What follows belongs to an exercise in optimizing a design on an open flow for small area and few clock cycles per item; a production flow would make more cautious choices. Where RTL was checked, it was by simulation tests only, not by an equivalence proof against the original.

== v25 ==
Design pot_average_motor_servo_setpoint, start of the top module:
module pot_average_motor_servo_setpoint (
    input  wire         i_clk,
    input  wire         i_rst_n,
    input  wire         i_in_valid,
    output logic        o_in_stall,
    input  wire  [19:0] i_in_item,
    output logic        o_out_valid,
    input  wire         i_out_stall,
    output logic [56:0] o_out_item
);
    localparam int WINDOW = 10;
    logic [19:0] r_cell [WINDOW];
    logic [3:0]  r_fill;
    logic        full;
    logic [13:0] r_ssum, r_asum;
    logic        r_valid;
    logic        accept;
    logic [9:0]  old_s, old_a;
    assign o_in_stall  = r_valid && i_out_stall;
    assign accept      = i_in_valid && !o_in_stall;
    assign o_out_valid = r_valid;
    always_ff @(posedge i_clk) begin
        if (accept) begin
            r_cell[0] <= i_in_item;
            for (int i = 1; i < WINDOW; i++) r_cell[i] <= r_cell[i-1];
        end
    end
    assign full  = (r_fill == 4'(WINDOW));
    assign old_s = full ? r_cell[WINDOW-1][19:10] : 10'd0;
    assign old_a = full ? r_cell[WINDOW-1][9:0]   : 10'd0;
    always_ff @(posedge i_clk) begin
        if (!i_rst_n) begin
            r_fill  <= '0;
            r_ssum  <= '0;
            r_asum  <= '0;
            r_valid <= 1'b0;
        end else begin
            r_valid <= accept || (r_valid && i_out_stall);
            if (accept) begin
                if (!full) r_fill <= r_fill + 4'd1;
                r_ssum <= r_ssum + 14'(i_in_item[19:10]) - 14'(old_s);
                r_asum <= r_asum + 14'(i_in_item[9:0]) - 14'(old_a);
            end
        end
    end
    logic [7:0] speed;    
    logic [7:0] qa;
    logic ds_1;
    logic ds_2;
    logic ds_3;
    logic ds_4;
  ...
clock: 10.0 ns
lec_check: 0
cap_margin: 20
core_margin: 2
core_utilization: 50
cts_buf_list: sky130_fd_sc_hd__clkbuf_8
cts_cluster_size: 40
slew_margin: 20
run.sh (not shown) runs the stock make flow with config.mk's settings and CLKGATE_MAP_FILE= SYNTH_SCRIPT=/design/flow/synth_recipe.tcl, a recipe that flattens the netlist after the stock synthesis.
v25 reached the end of the flow, and the finished layout is clean on the timing, design-rule and antenna checks.
Here is what was changed in the inputs of v11 compared with v25.
# v25
export LEC_CHECK = 0
export CAP_MARGIN = 20
export CORE_MARGIN = 2
export CORE_UTILIZATION = 50
export CTS_BUF_LIST = sky130_fd_sc_hd__clkbuf_8
export CTS_CLUSTER_SIZE = 40
export SLEW_MARGIN = 20
create_clock -name core_clock -period 10.0 [get_ports {i_clk}]
# v11
export LEC_CHECK = 0
export CAP_MARGIN = 20
export CORE_MARGIN = 2
export CORE_UTILIZATION = 60
export CTS_BUF_LIST = sky130_fd_sc_hd__clkbuf_4
export CTS_CLUSTER_SIZE = 30
export SLEW_MARGIN = 20
create_clock -name core_clock -period 10.0 [get_ports {i_clk}]
### Flow results
- Complete run, failing final checks: v11, reason negative setup slack.
- Number of filler cells placed in the layout (v11 over v25): decrease, 572
- Maximum frequency: v11 worse than v25
- v11 reports a higher portion of the clock cycle consumed by the worst path in the final layout than v25 does.
- Measured against each other, v25 and v11 differ in die area, the lower figure coming from v11.
- v11 vs v25: worst hold slack down in v11
- On wire length, v25 beats v11.
- met1 as the routing layer with the top usage in global route was reported by v25, and met2 by v11.
- v11 vs v25: post-route non-filler standard cell count down in v11
No functional check of the RTL was part of any run of this note.

---

## wip/amber
Another version of the RTL of pot_average_motor_servo_setpoint (not shown whole).
For scale: ~83 I/O pins, about 11,000 um2 of cells after synthesis.
clock: 10.0 ns
lec_check: 0
abc_clock_period_in_ps: 8500
cap_margin: 20
core_margin: 2
core_utilization: 40
slew_margin: 20
standard.sh (not shown) runs the stock make flow with config.mk's settings and CLKGATE_MAP_FILE= SYNTH_SCRIPT=/design/flow/synth_recipe.tcl, a recipe that flattens the netlist after the stock synthesis.
==> flow/flow/run.sh <==
#!/bin/bash
# Layout flow: the standard synthesis and layout (standard.sh), with
#  - an inverter clean-up of the synthesized netlist around the full-adder cells
#    (polfix.py; full adders are self-dual, so inverters can be moved), checked
#    for combinational equivalence with yosys (registers unchanged); if the check
#    does not pass, the standard netlist is used as it is;
#  - port buffers of the smallest buffer cell (every port still gets one);
#  - a clock tree without dummy loads, with 8x clock buffers.
# Each tool writes its own log in this folder.
set -u
R=orfs/results/sky130hd/pot_average_motor_servo_setpoint/base
bash standard.sh synth > synth.log 2>&1 || exit 1
cp $R/1_2_yosys.v $R/1_2_yosys_std.v
if python3 flow/polfix.py $R/1_2_yosys_std.v polfix_out.v > polfix.log 2>&1 \
   && python3 flow/cutff.py $R/1_2_yosys_std.v eq_gold.v >> polfix.log 2>&1 \
   && python3 flow/cutff.py polfix_out.v eq_gate.v >> polfix.log 2>&1 \
   && $FLOW_HOME/../tools/install/yosys/bin/yosys -q -l eq.log -p "
        read_liberty -ignore_miss_func $FLOW_HOME/platforms/sky130hd/lib/sky130_fd_sc_hd__tt_025C_1v80.lib
        read_verilog eq_gold.v; rename $FLOW_TOP gold
        read_verilog eq_gate.v; rename $FLOW_TOP gate
        hierarchy -check; flatten; opt_clean -purge
        miter -equiv -flatten -make_assert gold gate miter
        hierarchy -top miter
        sat -verify -prove-asserts miter" > eq_stdout.log 2>&1; then
  echo "polfix netlist proven equivalent; using it" >> polfix.log
  cp polfix_out.v $R/1_2_yosys.v
  rm -f $R/1_synth.odb $R/1_synth.sdc
else
  echo "polfix not used" >> polfix.log
fi
bash standard.sh \
  "BUFFER_PORTS_ARGS=-buffer_cell sky130_fd_sc_hd__buf_1" \
  "CTS_ARGS=-sink_clustering_enable -repair_clock_nets -dont_use_dummy_load -buf_list sky130_fd_sc_hd__clkbuf_8 -sink_clustering_size 20 -sink_clustering_max_diameter 60" \
  finish > standard.log 2>&1
Other scripts of this flow, unchanged in this note and not shown: flow/flow/cutff.py, flow/flow/polfix.py
Testbench counts of wip/amber, summed over its fixed seeds: cycles 16,016, items 16,000.
Here is what was changed in the inputs of wip/juniper compared with wip/amber.
- setting GPL_TIMING_DRIVEN to 0 for the first time
- removing ABC_CLOCK_PERIOD_IN_PS (formerly 8500)
Results
Completing all stages was not enough for wip/juniper: its layout failed the final checks because of negative setup slack.
wip/juniper: number of placed instances with taps included is about 1.4% higher than what wip/amber reported.
[wip/juniper vs wip/amber] post-route cell area: higher in wip/juniper
Compared with wip/amber, in wip/juniper routed length on met1 rose by 0.59%, fraction of layout instances using a drive strength above 1 shrank by 0.45 points, via count of the first global-routing pass has remained practically unchanged.
Taking wip/amber as the reference point, the hold slack of wip/juniper rises by 20 ps.
Input changes introduced in wip/zinc (baseline for comparison: wip/juniper):
- CAP_MARGIN changed from 20 to 5
- GPL_TIMING_DRIVEN removed (was 0)
- CORE_UTILIZATION changed from 40 to 60
- SLEW_MARGIN changed from 20 to 5
==> comparison <==
wip/zinc: no failed stages, no open violations at the end
When wip/zinc is set beside wip/juniper, its flip-flop and latch share of the layout cell area turns out to be 1.2 points larger.
What wip/zinc reported for sum of met2 wire segment lengths after detailed routing has to be multiplied by 0.915 to get the figure for wip/juniper.
Per the comparison of wip/zinc with wip/juniper, count of clock tree sinks held, detailed-route wire length saw an increase, combined global-route utilization of all metal layers higher, overall die area now smaller.
--- input diff wip/zinc..wip/sierra ---
- changing CORE_UTILIZATION from 60 to 40
- setting ABC_CLOCK_PERIOD_IN_PS to 7000 for the first time
- changing CAP_MARGIN from 5 to 20
- changing SLEW_MARGIN from 5 to 20
Findings:
Both conditions hold for wip/zinc: the flow ran to the end and the final layout passed the timing, design-rule and antenna checks. Looking at the reports, wip/sierra completed the entire flow and the layout it produced met the timing, design-rule and antenna checks. wip/sierra has total number of placement rows above what wip/zinc had. Compared with wip/zinc, wip/sierra has less setup slack. Cell area after layout (wip/sierra vs. wip/zinc) increases slightly. Cell count: wip/sierra higher than wip/zinc. Time the final worst path needs with I/O delays and setup came out higher on wip/sierra than on wip/zinc. What wip/sierra reported for area of the die has to be multiplied by 0.67 to get the figure for wip/zinc.
### wip/sierra -> wip/umber
- removing ABC_CLOCK_PERIOD_IN_PS (formerly 7000)
- setting PLACE_DENSITY to 0.55 for the first time
- changing CORE_UTILIZATION from 40 to 45
Notes after the runs:
From wip/umber to wip/sierra, number of sequential cells in the layout did not move at all. Summary: with wip/sierra as the reference, wire length of the first global-routing pass in wip/umber moved up by a few percent. The run showing the smaller detail-routed via count per cell is wip/sierra. wip/umber vs. wip/sierra: count of clock-buffer cells in the layout increased 1. Multi-input gate share of total cell area: wip/umber vs wip/sierra, no meaningful difference. The standard cells in wip/umber occupy less silicon area than those in wip/sierra do. Looking at the reports, wip/umber completed the entire flow and the layout it produced met the timing, design-rule and antenna checks. Worst setup slack after layout deteriorates in wip/umber relative to wip/sierra. As far as fmax is concerned, wip/sierra and wip/umber perform about the same.
Modified inputs, wip/delta compared to wip/umber
- clearing PLACE_DENSITY, which used to be 0.55
- swapping 45 for 40 in CORE_UTILIZATION
### Flow results
Sequential share of layout area ends up higher on wip/umber.
Number of antenna repair diodes: wip/umber vs wip/delta identical
Any difference in net total in the final layout between wip/delta and wip/umber is small enough to ignore.
Delta (wip/delta minus wip/umber): core utilization dropped 5.8 points; share of final-layout standard cells stronger than drive strength 1 went down by 0.24 points; cell count moved up.
wip/delta vs. wip/umber: via count of the first global-routing pass fell 6.9%, die extent in x now larger.

[afterwards: timing with drivers on the ports]
How much do the figures lean on ideal ports? The routed layouts below were timed once more, with nothing changed but the port constraints. Step 1 (the two cells are an assumption about what drives the block):
set clk [get_ports {i_clk}]
set_driving_cell -lib_cell sky130_fd_sc_hd__clkbuf_16 $clk
set_driving_cell -lib_cell sky130_fd_sc_hd__buf_2 [delete_from_list [all_inputs] $clk]
Step 2 moves the port delays by t, midway between the first and last clock arrival at a register: inputs arrive t later, outputs are due t later. That takes back most of the time a late clock gives input paths. Three values: ideal ports, drivers, drivers and shift; two values: the first two.
run	shift t [ns]	setup WS [ns]	worst hold slack (ns)	latest minus earliest clock arrival (ns)	worst slew at a driven data input, ns
v25	0.570	0.126 / 0.084 / 0.654	0.409 / 0.409 / 0.409	0.017 / 0.017	0.04
v11	0.694	-0.088 / -0.130 / 0.564	0.396 / 0.396 / 0.396	0.036 / 0.036	0.04
wip/amber	0.522	0.073 / 0.034 / 0.556	0.393 / 0.393 / 0.393	0.060 / 0.059	0.03
wip/juniper	0.530	-0.015 / -0.058 / 0.473	0.412 / 0.412 / 0.412	0.041 / 0.041	0.05
wip/zinc	0.515	0.078 / 0.039 / 0.554	0.367 / 0.367 / 0.367	0.090 / 0.090	0.04
wip/sierra	0.522	0.073 / 0.034 / 0.556	0.393 / 0.393 / 0.393	0.060 / 0.059	0.03
wip/umber	0.514	0.064 / 0.028 / 0.542	0.373 / 0.373 / 0.373	0.084 / 0.084	0.04
wip/delta	0.522	0.073 / 0.034 / 0.556	0.393 / 0.393 / 0.393	0.060 / 0.059	0.03
